This design comes from an exercise in tuning for small area on the open sky130 flow, not from production work. In this exercise RTL edits were held to simulation tests only and were not proved equivalent to the original. No activity file was given, so power comes from the tool's default toggle rates.

==> trial 4: inputs <==
==> flow/design.v <==
package store_issue_pkg;
  localparam int line_bytes = 128;
  localparam int bank_bytes = 4;
  localparam int bank_count = line_bytes / bank_bytes;
  localparam int lane_bytes = 16;
  localparam int line_addr_w = 30;
  localparam int offset_w = $clog2(line_bytes);
  localparam int bank_w = $clog2(bank_count);
  localparam int size_w = 3;
  localparam int max_size_code = 4;
  typedef logic [line_addr_w-1:0] line_addr_t;
  typedef logic [offset_w-1:0] offset_t;
  typedef logic [size_w-1:0] size_t;
  typedef logic [bank_w-1:0] bank_t;
  typedef logic [bank_bytes-1:0] ben_t;
  typedef logic [lane_bytes*8-1:0] data_t;
  typedef logic [line_bytes-1:0] byte_mask_t;
endpackage
`timescale 1ns/1ps
module store_overlap_check (
  input  store_issue_pkg::line_addr_t req0_line,
  input  store_issue_pkg::offset_t    req0_offset,
  input  store_issue_pkg::offset_t    req0_last,
  input  store_issue_pkg::line_addr_t req1_line,
  input  store_issue_pkg::offset_t    req1_offset,
  input  store_issue_pkg::offset_t    req1_last,
  output logic                        conflict
);
  logic [store_issue_pkg::offset_w:0] ge0;
  logic [store_issue_pkg::offset_w:0] ge1;
  assign ge0[0] = 1'b1;
  assign ge1[0] = 1'b1;
  for (genvar k = 0; k < store_issue_pkg::offset_w; k++) begin : cmp
    assign ge0[k+1] = (req1_last[k] ^ req0_offset[k]) ? req1_last[k] : ge0[k];
    assign ge1[k+1] = (req0_last[k] ^ req1_offset[k]) ? req0_last[k] : ge1[k];
  end
  assign conflict = (req0_line == req1_line) &&
                    ge0[store_issue_pkg::offset_w] && ge1[store_issue_pkg::offset_w];
endmodule
`timescale 1ns/1ps
module store_span (
  input  store_issue_pkg::offset_t offset,
  input  store_issue_pkg::size_t   size,
  output store_issue_pkg::offset_t last
);
  logic [3:0] mask;
  logic [7:0] carry;
  assign mask = {size >= 3'd4, size >= 3'd3, size >= 3'd2, size >= 3'd1};
  assign carry[0] = 1'b0;
  for (genvar k = 0; k < 7; k++) begin : add
    if (k < 4) begin : low
      assign carry[k+1] = mask[k] ? (offset[k] | carry[k]) : (offset[k] & carry[k]);
      assign last[k] = offset[k] ^ mask[k] ^ carry[k];
    end else begin : high
      assign carry[k+1] = offset[k] & carry[k];
      assign last[k] = offset[k] ^ carry[k];
    end
  end
endmodule
module byte_enable_gen (
  input  logic [1:0]             first_byte,
  input  store_issue_pkg::size_t size,
  output store_issue_pkg::ben_t  ben_begin,
  output store_issue_pkg::ben_t  ben_end
);
  logic [1:0] mask;
  logic [1:0] last_byte;
  logic       one_bank;
  assign mask = {size >= 3'd2, size >= 3'd1};
  assign last_byte = first_byte + mask;
  assign one_bank = (size <= 3'd2) && ({1'b0, first_byte} + {1'b0, mask} < 3'd4);
  always_comb begin
    for (int j = 0; j < store_issue_pkg::bank_bytes; j++) begin
      ben_begin[j] = (j >= first_byte) && (!one_bank || (j <= last_byte));
      ben_end[j] = (j <= last_byte) && (!one_bank || (j >= first_byte));
    end
  end
endmodule
`timescale 1ns/1ps
module rotate_stage_n #(
  parameter int bytes = 1
) (
  input  logic                   sel,
  input  logic                   sel_n,
  input  store_issue_pkg::data_t d,
  output store_issue_pkg::data_t q_n
);
  assign q_n = ~(({d[127-8*bytes:0], d[127:128-8*bytes]} & {128{sel}}) |
                 (d & {128{sel_n}}));
endmodule
module rotate_stage_p #(
  parameter int bytes = 1
) (
  input  logic                   sel,
  input  logic                   sel_n,
  input  store_issue_pkg::data_t d_n,
  output store_issue_pkg::data_t q
);
  assign q = ~(({d_n[127-8*bytes:0], d_n[127:128-8*bytes]} | {128{sel_n}}) &
               (d_n | {128{sel}}));
endmodule
module store_data_align (
  input  logic [3:0]             shift,
  input  logic [3:0]             shift_n,
  input  store_issue_pkg::data_t data_in,
  output store_issue_pkg::data_t data_out
);
  store_issue_pkg::data_t rot1_n;
  store_issue_pkg::data_t rot2;
  store_issue_pkg::data_t rot3_n;
  rotate_stage_n #(.bytes(1)) stage1 (.sel(shift[0]), .sel_n(shift_n[0]), .d(data_in), .q_n(rot1_n));
  rotate_stage_p #(.bytes(2)) stage2 (.sel(shift[1]), .sel_n(shift_n[1]), .d_n(rot1_n), .q(rot2));
  rotate_stage_n #(.bytes(4)) stage3 (.sel(shift[2]), .sel_n(shift_n[2]), .d(rot2), .q_n(rot3_n));
  rotate_stage_p #(.bytes(8)) stage4 (.sel(shift[3]), .sel_n(shift_n[3]), .d_n(rot3_n), .q(data_out));
endmodule
`timescale 1ns/1ps
module store_lane #(
  parameter bit held = 1'b1
) (
  input  logic                        clk,
  input  logic                        keep,
  input  logic                        keep_n,
  input  store_issue_pkg::line_addr_t line_in,
  input  store_issue_pkg::offset_t    offset_in,
  input  store_issue_pkg::offset_t    last_in,
  input  store_issue_pkg::size_t      size_in,
  input  store_issue_pkg::data_t      data_in,
  output store_issue_pkg::line_addr_t line,
  output store_issue_pkg::bank_t      bank_begin,
  output store_issue_pkg::bank_t      bank_end,
  output store_issue_pkg::ben_t       ben_begin,
  output store_issue_pkg::ben_t       ben_end,
  output store_issue_pkg::data_t      data
);
  localparam int w = 30 + 7 + 5 + 3 + 128;
  store_issue_pkg::offset_t offset_q;
  store_issue_pkg::size_t   size_q;
  store_issue_pkg::data_t   data_q;
  logic [w-1:0]             next;
  logic [w-1:0]             now;
  assign now = {line, offset_q, bank_end, size_q, data_q};
  if (held) begin : hold
    assign next = ({line_in, offset_in, last_in[6:2], size_in, data_in} & {w{keep_n}}) |
                  (now & {w{keep}});
  end else begin : follow
    assign next = {line_in, offset_in, last_in[6:2], size_in, data_in};
  end
  always_ff @(posedge clk) begin
    {line, offset_q, bank_end, size_q, data_q} <= next;
  end
  assign bank_begin = offset_q[6:2];
  byte_enable_gen ben_gen (
    .first_byte (offset_q[1:0]),
    .size       (size_q),
    .ben_begin  (ben_begin),
    .ben_end    (ben_end)
  );
  logic [3:0] shift_n;
  assign shift_n = ~offset_q[3:0];
  store_data_align data_align (
    .shift    (offset_q[3:0]),
    .shift_n  (shift_n),
    .data_in  (data_q),
    .data_out (data)
  );
endmodule
`timescale 1ns/1ps
module store_issue_ctrl (
  input  logic clk,
  input  logic rst,
  input  logic bus_hold,
  input  logic miss_hold,
  input  logic miss_pause,
  input  logic insert_data,
  input  logic req0_en,
  input  logic req1_en,
  input  logic conflict,
  output logic keep1,
  output logic keep1_n,
  output logic st0_en,
  output logic st1_en,
  output logic busy
);
  logic hold;
  logic accept;
  logic take0;
  logic take1;
  logic split;
  logic pending;
  logic pending_next;
  assign hold = bus_hold | miss_hold | miss_pause | insert_data;
  assign accept = !pending && !hold;
  assign take0 = accept && req0_en;
  assign take1 = accept && req1_en;
  assign split = take0 && take1 && conflict;
  assign pending_next = split || (pending && hold);
  always_ff @(posedge clk) begin
    if (rst) begin
      st0_en <= 1'b0;
      st1_en <= 1'b0;
      pending <= 1'b0;
    end else begin
      st0_en <= take0;
      st1_en <= (take1 && !split) || (pending && !hold);
      pending <= pending_next;
    end
  end
  assign keep1 = pending;
  assign keep1_n = !pending;
  assign busy = pending;
endmodule
`timescale 1ns/1ps
module store_issue_top (
  input  logic                        clk,
  input  logic                        rst,
  input  logic                        bus_hold,
  input  logic                        miss_hold,
  input  logic                        miss_pause,
  input  logic                        insert_data,
  input  logic                        req0_en,
  input  store_issue_pkg::line_addr_t req0_line,
  input  store_issue_pkg::offset_t    req0_offset,
  input  store_issue_pkg::size_t      req0_size,
  input  store_issue_pkg::data_t      req0_data,
  input  logic                        req1_en,
  input  store_issue_pkg::line_addr_t req1_line,
  input  store_issue_pkg::offset_t    req1_offset,
  input  store_issue_pkg::size_t      req1_size,
  input  store_issue_pkg::data_t      req1_data,
  output logic                        busy,
  output logic                        st0_en,
  output store_issue_pkg::line_addr_t st0_line,
  output store_issue_pkg::bank_t      st0_bank_begin,
  output store_issue_pkg::bank_t      st0_bank_end,
  output store_issue_pkg::ben_t       st0_ben_begin,
  output store_issue_pkg::ben_t       st0_ben_end,
  output store_issue_pkg::data_t      st0_data,
  output logic                        st1_en,
  output store_issue_pkg::line_addr_t st1_line,
  output store_issue_pkg::bank_t      st1_bank_begin,
  output store_issue_pkg::bank_t      st1_bank_end,
  output store_issue_pkg::ben_t       st1_ben_begin,
  output store_issue_pkg::ben_t       st1_ben_end,
  output store_issue_pkg::data_t      st1_data
);
  logic conflict;
  logic keep1;
  logic keep1_n;
  store_issue_pkg::offset_t last0;
  store_issue_pkg::offset_t last1;
  store_span span0 (
    .offset (req0_offset),
    .size   (req0_size),
    .last   (last0)
  );
  store_span span1 (
    .offset (req1_offset),
    .size   (req1_size),
    .last   (last1)
  );
  store_overlap_check overlap (
    .req0_line   (req0_line),
    .req0_offset (req0_offset),
    .req0_last   (last0),
    .req1_line   (req1_line),
    .req1_offset (req1_offset),
    .req1_last   (last1),
    .conflict    (conflict)
  );
  store_issue_ctrl ctrl (
    .clk         (clk),
    .rst         (rst),
    .bus_hold    (bus_hold),
    .miss_hold   (miss_hold),
    .miss_pause  (miss_pause),
    .insert_data (insert_data),
    .req0_en     (req0_en),
    .req1_en     (req1_en),
    .conflict    (conflict),
    .keep1       (keep1),
    .keep1_n     (keep1_n),
    .st0_en      (st0_en),
    .st1_en      (st1_en),
    .busy        (busy)
  );
  store_lane #(.held(1'b0)) lane0 (
    .clk          (clk),
    .keep         (1'b0),
    .keep_n       (1'b1),
    .line_in      (req0_line),
    .offset_in    (req0_offset),
    .last_in      (last0),
    .size_in      (req0_size),
    .data_in      (req0_data),
    .line         (st0_line),
    .bank_begin   (st0_bank_begin),
    .bank_end     (st0_bank_end),
    .ben_begin    (st0_ben_begin),
    .ben_end      (st0_ben_end),
    .data         (st0_data)
  );
  store_lane #(.held(1'b1)) lane1 (
    .clk          (clk),
    .keep         (keep1),
    .keep_n       (keep1_n),
    .line_in      (req1_line),
    .offset_in    (req1_offset),
    .last_in      (last1),
    .size_in      (req1_size),
    .data_in      (req1_data),
    .line         (st1_line),
    .bank_begin   (st1_bank_begin),
    .bank_end     (st1_bank_end),
    .ben_begin    (st1_ben_begin),
    .ben_end      (st1_ben_end),
    .data         (st1_data)
  );
endmodule
==> flow/flow/run.sh <==
#!/bin/bash
# Standard ORFS layout with two changes: port buffers use the smallest buffer
# cell, and clock tree synthesis adds no dummy loads.
set -euo pipefail
bash standard.sh \
  "BUFFER_PORTS_ARGS=-buffer_cell sky130_fd_sc_hd__buf_1" \
  "CTS_ARGS=-sink_clustering_enable -repair_clock_nets -dont_use_dummy_load -buf_list sky130_fd_sc_hd__clkbuf_4" \
  finish > flow_make.log 2>&1
==> flow/standard.sh <==
#!/bin/bash
# synth_recipe.tcl (not shown) runs the flow's synth.tcl, then flattens the netlist and writes it again
# the make line also repeats each setting of config.mk as NAME=value (left out here)
make -C /OpenROAD-flow-scripts/flow DESIGN_CONFIG=/design/flow/config.mk WORK_HOME=/design/flow/orfs CLKGATE_MAP_FILE= SYNTH_SCRIPT=/design/flow/synth_recipe.tcl "${@:-finish}"
==> flow/config.mk <==
export PLATFORM = sky130hd
export DESIGN_NAME = store_issue_top
export DESIGN_NICKNAME = store_issue_top
export VERILOG_FILES = /design/flow/design.v
export SDC_FILE = /design/flow/constraint.sdc
export NUM_CORES = 4
export LEC_CHECK = 0
export CAP_MARGIN = 20
export CORE_MARGIN = 2
export CORE_UTILIZATION = 55
export SLEW_MARGIN = 20
export SYNTH_HIERARCHICAL = 1
==> flow/constraint.sdc <==
create_clock -name core_clock -period 8.0 [get_ports {clk}]
set_input_delay 1.6000 -clock core_clock [delete_from_list [all_inputs] [get_ports {clk}]]
set_output_delay 1.6000 -clock core_clock [all_outputs]
set_load 0.01 [all_outputs]
==> trial 94 (differences from trial 4) <==
==> flow/flow/run.sh (replaced) <==
#!/bin/bash
# Standard ORFS layout with two changes: port buffers use the smallest buffer
# cell, and clock tree synthesis adds no dummy loads.
set -euo pipefail
bash standard.sh \
  "BUFFER_PORTS_ARGS=-buffer_cell sky130_fd_sc_hd__buf_1" \
  "CTS_ARGS=-sink_clustering_enable -repair_clock_nets -dont_use_dummy_load -buf_list sky130_fd_sc_hd__clkbuf_4 -sink_clustering_size 14 -sink_clustering_max_diameter 30" \
  finish > flow_make.log 2>&1
--- a/flow/config.mk
+++ b/flow/config.mk
@@ -8,5 +8,5 @@
 export CAP_MARGIN = 20
 export CORE_MARGIN = 2
-export CORE_UTILIZATION = 55
+export CORE_UTILIZATION = 35
 export SLEW_MARGIN = 20
 export SYNTH_HIERARCHICAL = 1
==> trial 5 (differences from trial 4) <==
--- a/flow/config.mk
+++ b/flow/config.mk
@@ -8,5 +8,5 @@
 export CAP_MARGIN = 20
 export CORE_MARGIN = 2
-export CORE_UTILIZATION = 55
+export CORE_UTILIZATION = 20
 export SLEW_MARGIN = 20
 export SYNTH_HIERARCHICAL = 1
==> notes <==
Trial 94 produced a clean layout. Trial 5 finished clean. Trial 4 ended with an error in 3_2_place_iop. Of trial 5 and trial 94, trial 5 has the higher final cell count (gap 16%, measured against trial 94). In combinational power, trial 5 and trial 94 hardly differ. First-iteration DRC count: trial 94 is larger than trial 5 (about 6%). Sequential power is about the same in trial 5 and trial 94. In critical path depth, trial 94 and trial 5 do not differ.

* * *

==> inputs of build 4 <==
Starts from the design.v that is shown in full above.
Settings: LEC_CHECK=0, CAP_MARGIN=20, CORE_MARGIN=2, CORE_UTILIZATION=35, SLEW_MARGIN=20, SYNTH_HIERARCHICAL=1; clock period 8.0 ns.
standard.sh (not shown) runs the stock make flow with config.mk's settings and CLKGATE_MAP_FILE= SYNTH_SCRIPT=/design/flow/synth_recipe.tcl, a recipe that flattens the netlist after the stock synthesis.
==> flow/flow/run.sh <==
#!/bin/bash
# Standard ORFS layout with two changes: port buffers use the smallest buffer
# cell, and clock tree synthesis adds no dummy loads.
set -euo pipefail
bash standard.sh \
  "BUFFER_PORTS_ARGS=-buffer_cell sky130_fd_sc_hd__buf_1" \
  "CTS_ARGS=-sink_clustering_enable -repair_clock_nets -dont_use_dummy_load -buf_list sky130_fd_sc_hd__clkbuf_4 -sink_clustering_size 10 -sink_clustering_max_diameter 40" \
  finish > flow_make.log 2>&1
==> inputs of build 62, as changes to build 4 <==
==> flow/design.v, changed modules only <==
module store_span (
  input  store_issue_pkg::offset_t offset,
  input  store_issue_pkg::size_t   size,
  output store_issue_pkg::offset_t last
);
  logic [3:0] mask;
  logic [7:0] carry;
  assign mask = {size >= 3'd4, size >= 3'd3, size >= 3'd2, size >= 3'd1};
  assign carry[0] = 1'b0;
  for (genvar k = 0; k < 7; k++) begin : add
    if (k < 4) begin : low
      assign last[k] = offset[k] ^ mask[k] ^ carry[k];
      assign carry[k+1] = (offset[k] & mask[k]) | (offset[k] & carry[k]) | (mask[k] & carry[k]);
    end else begin : high
      assign last[k] = offset[k] ^ carry[k];
      assign carry[k+1] = offset[k] & carry[k];
    end
  end
endmodule
module byte_enable_gen (
  input  logic [1:0]            first_byte,
  input  logic                  wide,
  input  logic                  pair,
  output store_issue_pkg::ben_t ben_begin,
  output store_issue_pkg::ben_t ben_end
);
  logic [1:0] mask;
  logic [1:0] last_byte;
  logic       one_bank;
  assign mask = {wide, wide | pair};
  assign last_byte = first_byte + mask;
  assign one_bank = !wide && ({1'b0, first_byte} + {1'b0, mask} < 3'd4);
  always_comb begin
    for (int j = 0; j < store_issue_pkg::bank_bytes; j++) begin
      ben_begin[j] = (j >= first_byte) && (!one_bank || (j <= last_byte));
      ben_end[j] = (j <= last_byte) && (!one_bank || (j >= first_byte));
    end
  end
endmodule
module store_lane #(
  parameter bit held = 1'b1
) (
  input  logic                        clk,
  input  logic                        keep,
  input  logic                        keep_n,
  input  store_issue_pkg::line_addr_t line_in,
  input  store_issue_pkg::offset_t    offset_in,
  input  store_issue_pkg::offset_t    last_in,
  input  store_issue_pkg::size_t      size_in,
  input  store_issue_pkg::data_t      data_in,
  output store_issue_pkg::line_addr_t line,
  output store_issue_pkg::bank_t      bank_begin,
  output store_issue_pkg::bank_t      bank_end,
  output store_issue_pkg::ben_t       ben_begin,
  output store_issue_pkg::ben_t       ben_end,
  output store_issue_pkg::data_t      data
);
  localparam int w = 30 + 7 + 5 + 2 + 128;
  store_issue_pkg::offset_t offset_q;
  logic                     wide_q;
  logic                     pair_q;
  logic                     wide_in;
  logic                     pair_in;
  store_issue_pkg::data_t   data_q;
  logic [w-1:0]             next;
  logic [w-1:0]             now;
  assign wide_in = size_in[2] | size_in[1];
  assign pair_in = size_in[0];
  assign now = {line, offset_q, bank_end, wide_q, pair_q, data_q};
  if (held) begin : hold
    assign next = ({line_in, offset_in, last_in[6:2], wide_in, pair_in, data_in} & {w{keep_n}}) |
                  (now & {w{keep}});
  end else begin : follow
    assign next = {line_in, offset_in, last_in[6:2], wide_in, pair_in, data_in};
  end
  always_ff @(posedge clk) begin
    {line, offset_q, bank_end, wide_q, pair_q, data_q} <= next;
  end
  assign bank_begin = offset_q[6:2];
  byte_enable_gen ben_gen (
    .first_byte (offset_q[1:0]),
    .wide       (wide_q),
    .pair       (pair_q),
    .ben_begin  (ben_begin),
    .ben_end    (ben_end)
  );
  logic [3:0] shift_n;
  assign shift_n = ~offset_q[3:0];
  store_data_align data_align (
    .shift    (offset_q[3:0]),
    .shift_n  (shift_n),
    .data_in  (data_q),
    .data_out (data)
  );
endmodule
==> flow/flow/run.sh (replaced) <==
#!/bin/bash
# Standard ORFS layout with two changes: port buffers use the smallest buffer
# cell, and clock tree synthesis adds no dummy loads.
set -euo pipefail
bash standard.sh \
  "BUFFER_PORTS_ARGS=-buffer_cell sky130_fd_sc_hd__buf_1" \
  "CTS_ARGS=-sink_clustering_enable -repair_clock_nets -dont_use_dummy_load -buf_list sky130_fd_sc_hd__clkbuf_4 -sink_clustering_size 8 -sink_clustering_max_diameter 70" \
  finish > flow_make.log 2>&1
--- a/flow/config.mk
+++ b/flow/config.mk
@@ -8,5 +8,6 @@
 export CAP_MARGIN = 20
 export CORE_MARGIN = 2
 export CORE_UTILIZATION = 35
+export PLACE_DENSITY = 0.75
 export SLEW_MARGIN = 20
 export SYNTH_HIERARCHICAL = 1
==> inputs of build 12, as changes to build 4 <==
==> flow/design.v, changed modules only <==
module store_span (
  input  store_issue_pkg::offset_t offset,
  input  store_issue_pkg::size_t   size,
  output store_issue_pkg::offset_t last
);
  logic [3:0] mask;
  logic [7:0] carry;
  assign mask = {size >= 3'd4, size >= 3'd3, size >= 3'd2, size >= 3'd1};
  assign carry[0] = 1'b0;
  for (genvar k = 0; k < 7; k++) begin : add
    if (k < 4) begin : low
      assign last[k] = offset[k] ^ mask[k] ^ carry[k];
      assign carry[k+1] = (offset[k] & mask[k]) | (offset[k] & carry[k]) | (mask[k] & carry[k]);
    end else begin : high
      assign last[k] = offset[k] ^ carry[k];
      assign carry[k+1] = offset[k] & carry[k];
    end
  end
endmodule
module byte_enable_gen (
  input  logic [1:0]            first_byte,
  input  logic                  wide,
  input  logic                  pair,
  output store_issue_pkg::ben_t ben_begin,
  output store_issue_pkg::ben_t ben_end
);
  logic [1:0] mask;
  logic [1:0] last_byte;
  logic       one_bank;
  assign mask = {wide, wide | pair};
  assign last_byte = first_byte + mask;
  assign one_bank = !wide && ({1'b0, first_byte} + {1'b0, mask} < 3'd4);
  always_comb begin
    for (int j = 0; j < store_issue_pkg::bank_bytes; j++) begin
      ben_begin[j] = (j >= first_byte) && (!one_bank || (j <= last_byte));
      ben_end[j] = (j <= last_byte) && (!one_bank || (j >= first_byte));
    end
  end
endmodule
module store_lane #(
  parameter bit held = 1'b1
) (
  input  logic                        clk,
  input  logic                        keep,
  input  logic                        keep_n,
  input  store_issue_pkg::line_addr_t line_in,
  input  store_issue_pkg::offset_t    offset_in,
  input  store_issue_pkg::offset_t    last_in,
  input  store_issue_pkg::size_t      size_in,
  input  store_issue_pkg::data_t      data_in,
  output store_issue_pkg::line_addr_t line,
  output store_issue_pkg::bank_t      bank_begin,
  output store_issue_pkg::bank_t      bank_end,
  output store_issue_pkg::ben_t       ben_begin,
  output store_issue_pkg::ben_t       ben_end,
  output store_issue_pkg::data_t      data
);
  localparam int w = 30 + 7 + 5 + 2 + 128;
  store_issue_pkg::offset_t offset_q;
  logic                     wide_q;
  logic                     pair_q;
  logic                     wide_in;
  logic                     pair_in;
  store_issue_pkg::data_t   data_q;
  logic [w-1:0]             next;
  logic [w-1:0]             now;
  assign wide_in = size_in[2] | size_in[1];
  assign pair_in = size_in[0];
  assign now = {line, offset_q, bank_end, wide_q, pair_q, data_q};
  if (held) begin : hold
    assign next = ({line_in, offset_in, last_in[6:2], wide_in, pair_in, data_in} & {w{keep_n}}) |
                  (now & {w{keep}});
  end else begin : follow
    assign next = {line_in, offset_in, last_in[6:2], wide_in, pair_in, data_in};
  end
  always_ff @(posedge clk) begin
    {line, offset_q, bank_end, wide_q, pair_q, data_q} <= next;
  end
  assign bank_begin = offset_q[6:2];
  byte_enable_gen ben_gen (
    .first_byte (offset_q[1:0]),
    .wide       (wide_q),
    .pair       (pair_q),
    .ben_begin  (ben_begin),
    .ben_end    (ben_end)
  );
  logic [3:0] shift_n;
  assign shift_n = ~offset_q[3:0];
  store_data_align data_align (
    .shift    (offset_q[3:0]),
    .shift_n  (shift_n),
    .data_in  (data_q),
    .data_out (data)
  );
endmodule
==> flow/flow/run.sh (replaced) <==
#!/bin/bash
# Standard ORFS layout with two changes: port buffers use the smallest buffer
# cell, clock tree synthesis adds no dummy loads, and non-critical gates are
# downsized after global routing.
set -euo pipefail
bash standard.sh \
  "BUFFER_PORTS_ARGS=-buffer_cell sky130_fd_sc_hd__buf_1" \
  "CTS_ARGS=-sink_clustering_enable -repair_clock_nets -dont_use_dummy_load -buf_list sky130_fd_sc_hd__clkbuf_4 -sink_clustering_size 8 -sink_clustering_max_diameter 70" \
  "RECOVER_POWER=100" \
  finish > flow_make.log 2>&1
--- a/flow/config.mk
+++ b/flow/config.mk
@@ -8,5 +8,6 @@
 export CAP_MARGIN = 20
 export CORE_MARGIN = 2
 export CORE_UTILIZATION = 35
+export PLACE_DENSITY = 0.75
 export SLEW_MARGIN = 20
 export SYNTH_HIERARCHICAL = 1
==> inputs of trial 38, as changes to build 4 <==
==> flow/design.v, changed modules only <==
module span_full_add (
  input  logic a,
  input  logic b,
  input  logic carry_in,
  output logic sum,
  output logic carry_out
);
  assign sum = a ^ b ^ carry_in;
  assign carry_out = (a & b) | (a & carry_in) | (b & carry_in);
endmodule
module span_half_add (
  input  logic a,
  input  logic b,
  output logic sum,
  output logic carry_out
);
  assign sum = a ^ b;
  assign carry_out = a & b;
endmodule
module store_span (
  input  store_issue_pkg::offset_t offset,
  input  store_issue_pkg::size_t   size,
  output store_issue_pkg::offset_t last
);
  logic [3:0] mask;
  logic [6:1] carry;
  assign mask = {size[2], size[2] | (size[1] & size[0]), size[2] | size[1],
                 size[2] | size[1] | size[0]};
  span_half_add bit0 (.a(offset[0]), .b(mask[0]), .sum(last[0]), .carry_out(carry[1]));
  for (genvar k = 1; k < 4; k++) begin : low
    span_full_add bitk (.a(offset[k]), .b(mask[k]), .carry_in(carry[k]),
                        .sum(last[k]), .carry_out(carry[k+1]));
  end
  for (genvar k = 4; k < 6; k++) begin : high
    span_half_add bitk (.a(offset[k]), .b(carry[k]), .sum(last[k]), .carry_out(carry[k+1]));
  end
  assign last[6] = offset[6] ^ carry[6];
endmodule
module byte_enable_gen (
  input  logic [1:0]            first_byte,
  input  logic                  wide,
  input  logic                  pair,
  output store_issue_pkg::ben_t ben_begin,
  output store_issue_pkg::ben_t ben_end
);
  logic [1:0] mask;
  logic [1:0] last_byte;
  logic       one_bank;
  assign mask = {wide, wide | pair};
  assign last_byte = first_byte + mask;
  assign one_bank = !wide && ({1'b0, first_byte} + {1'b0, mask} < 3'd4);
  always_comb begin
    for (int j = 0; j < store_issue_pkg::bank_bytes; j++) begin
      ben_begin[j] = (j >= first_byte) && (!one_bank || (j <= last_byte));
      ben_end[j] = (j <= last_byte) && (!one_bank || (j >= first_byte));
    end
  end
endmodule
module store_lane #(
  parameter bit held = 1'b1
) (
  input  logic                        clk,
  input  logic                        keep,
  input  logic                        keep_n,
  input  store_issue_pkg::line_addr_t line_in,
  input  store_issue_pkg::offset_t    offset_in,
  input  store_issue_pkg::offset_t    last_in,
  input  store_issue_pkg::size_t      size_in,
  input  store_issue_pkg::data_t      data_in,
  output store_issue_pkg::line_addr_t line,
  output store_issue_pkg::bank_t      bank_begin,
  output store_issue_pkg::bank_t      bank_end,
  output store_issue_pkg::ben_t       ben_begin,
  output store_issue_pkg::ben_t       ben_end,
  output store_issue_pkg::data_t      data
);
  localparam int w = 30 + 7 + 5 + 2 + 128;
  store_issue_pkg::offset_t offset_q;
  logic                     wide_q;
  logic                     pair_q;
  logic                     wide_in;
  logic                     pair_in;
  store_issue_pkg::data_t   data_q;
  logic [w-1:0]             next;
  logic [w-1:0]             now;
  assign wide_in = size_in[2] | size_in[1];
  assign pair_in = size_in[0];
  assign now = {line, offset_q, bank_end, wide_q, pair_q, data_q};
  if (held) begin : hold
    assign next = ({line_in, offset_in, last_in[6:2], wide_in, pair_in, data_in} & {w{keep_n}}) |
                  (now & {w{keep}});
  end else begin : follow
    assign next = {line_in, offset_in, last_in[6:2], wide_in, pair_in, data_in};
  end
  always_ff @(posedge clk) begin
    {line, offset_q, bank_end, wide_q, pair_q, data_q} <= next;
  end
  assign bank_begin = offset_q[6:2];
  byte_enable_gen ben_gen (
    .first_byte (offset_q[1:0]),
    .wide       (wide_q),
    .pair       (pair_q),
    .ben_begin  (ben_begin),
    .ben_end    (ben_end)
  );
  logic [3:0] shift_n;
  assign shift_n = ~offset_q[3:0];
  store_data_align data_align (
    .shift    (offset_q[3:0]),
    .shift_n  (shift_n),
    .data_in  (data_q),
    .data_out (data)
  );
endmodule
==> flow/flow/run.sh (replaced) <==
#!/bin/bash
# Standard ORFS layout with two changes: port buffers use the smallest buffer
# cell, and clock tree synthesis adds no dummy loads.
set -euo pipefail
bash standard.sh \
  "BUFFER_PORTS_ARGS=-buffer_cell sky130_fd_sc_hd__buf_1" \
  "CTS_ARGS=-sink_clustering_enable -repair_clock_nets -dont_use_dummy_load -buf_list sky130_fd_sc_hd__clkbuf_4 -sink_clustering_size 8 -sink_clustering_max_diameter 70" \
  "PLACE_PINS_ARGS=-min_distance 1 -min_distance_in_tracks" \
  finish > flow_make.log 2>&1
--- a/flow/config.mk
+++ b/flow/config.mk
@@ -7,6 +7,7 @@
 export LEC_CHECK = 0
 export CAP_MARGIN = 20
 export CORE_MARGIN = 2
-export CORE_UTILIZATION = 35
+export CORE_UTILIZATION = 55
+export PLACE_DENSITY = 0.75
 export SLEW_MARGIN = 20
 export SYNTH_HIERARCHICAL = 1
==> notes <==
Sequential power is about the same in trial 38 and build 12.
Against build 4, the sequential cell count of build 12 is lower by 2.
Of build 4 and build 62, build 4 has the higher combinational power (gap about 4%, measured against build 62).
In build 4 the non-clock buffer count is higher than in build 62, by 2.
Build 4 passed the timing, DRC and antenna checks. Build 62 completed with no timing, DRC or antenna violations. Trial 38 finished clean. Build 12 finished but fails on max-capacitance violations, max-slew violations.
Hold slack: trial 38 > build 62 > build 4 > build 12.
In trial 38 the total power is smaller than in build 4, by about 6%.
Between trial 38 and build 62, the lower fmax is in build 62 (gap about 2.4%, measured against build 62).

-- static timing again, ports no longer ideal --
The results above use ideal ports. As a check the final layouts listed here were re-extracted and re-timed, cells and wires unchanged. Step 1 (the two cells are an assumption about what drives the block):
set clk [get_ports {clk}]
set_driving_cell -lib_cell sky130_fd_sc_hd__clkbuf_16 $clk
set_driving_cell -lib_cell sky130_fd_sc_hd__buf_2 [delete_from_list [all_inputs] $clk]
Step 2 moves the port delays by t, midway between the first and last clock arrival at a register: inputs arrive t later, outputs are due t later. That takes back most of the time a late clock gives input paths. Slacks: ideal ports / drivers / drivers and shift; pairs: ideal ports / drivers.
run | shift t [ns] | setup WS [ns] | worst hold slack (ns) | worst setup path at the end | slew at the worst register clock pin (ns)
trial 94 | 0.847 | 1.761 / 1.702 / 2.548 | 0.465 / 0.465 / 0.465 | register to output | 0.11 / 0.11
trial 5 | 0.924 | 1.175 / 1.122 / 2.046 | 0.464 / 0.464 / 0.464 | register to output | 0.07 / 0.07
build 4 | 0.829 | 1.730 / 1.672 / 2.501 | 0.467 / 0.467 / 0.467 | register to output | 0.11 / 0.11
build 62 | 0.833 | 1.791 / 1.729 / 2.507 | 0.467 / 0.467 / 0.467 | input to register | 0.11 / 0.11
build 12 | 0.835 | 1.298 / 1.237 / 1.847 | 0.463 / 0.463 / 0.463 | register to register | 0.11 / 0.11
trial 38 | 0.797 | 1.939 / 1.885 / 2.459 | 0.475 / 0.475 / 0.475 | input to register | 0.12 / 0.12
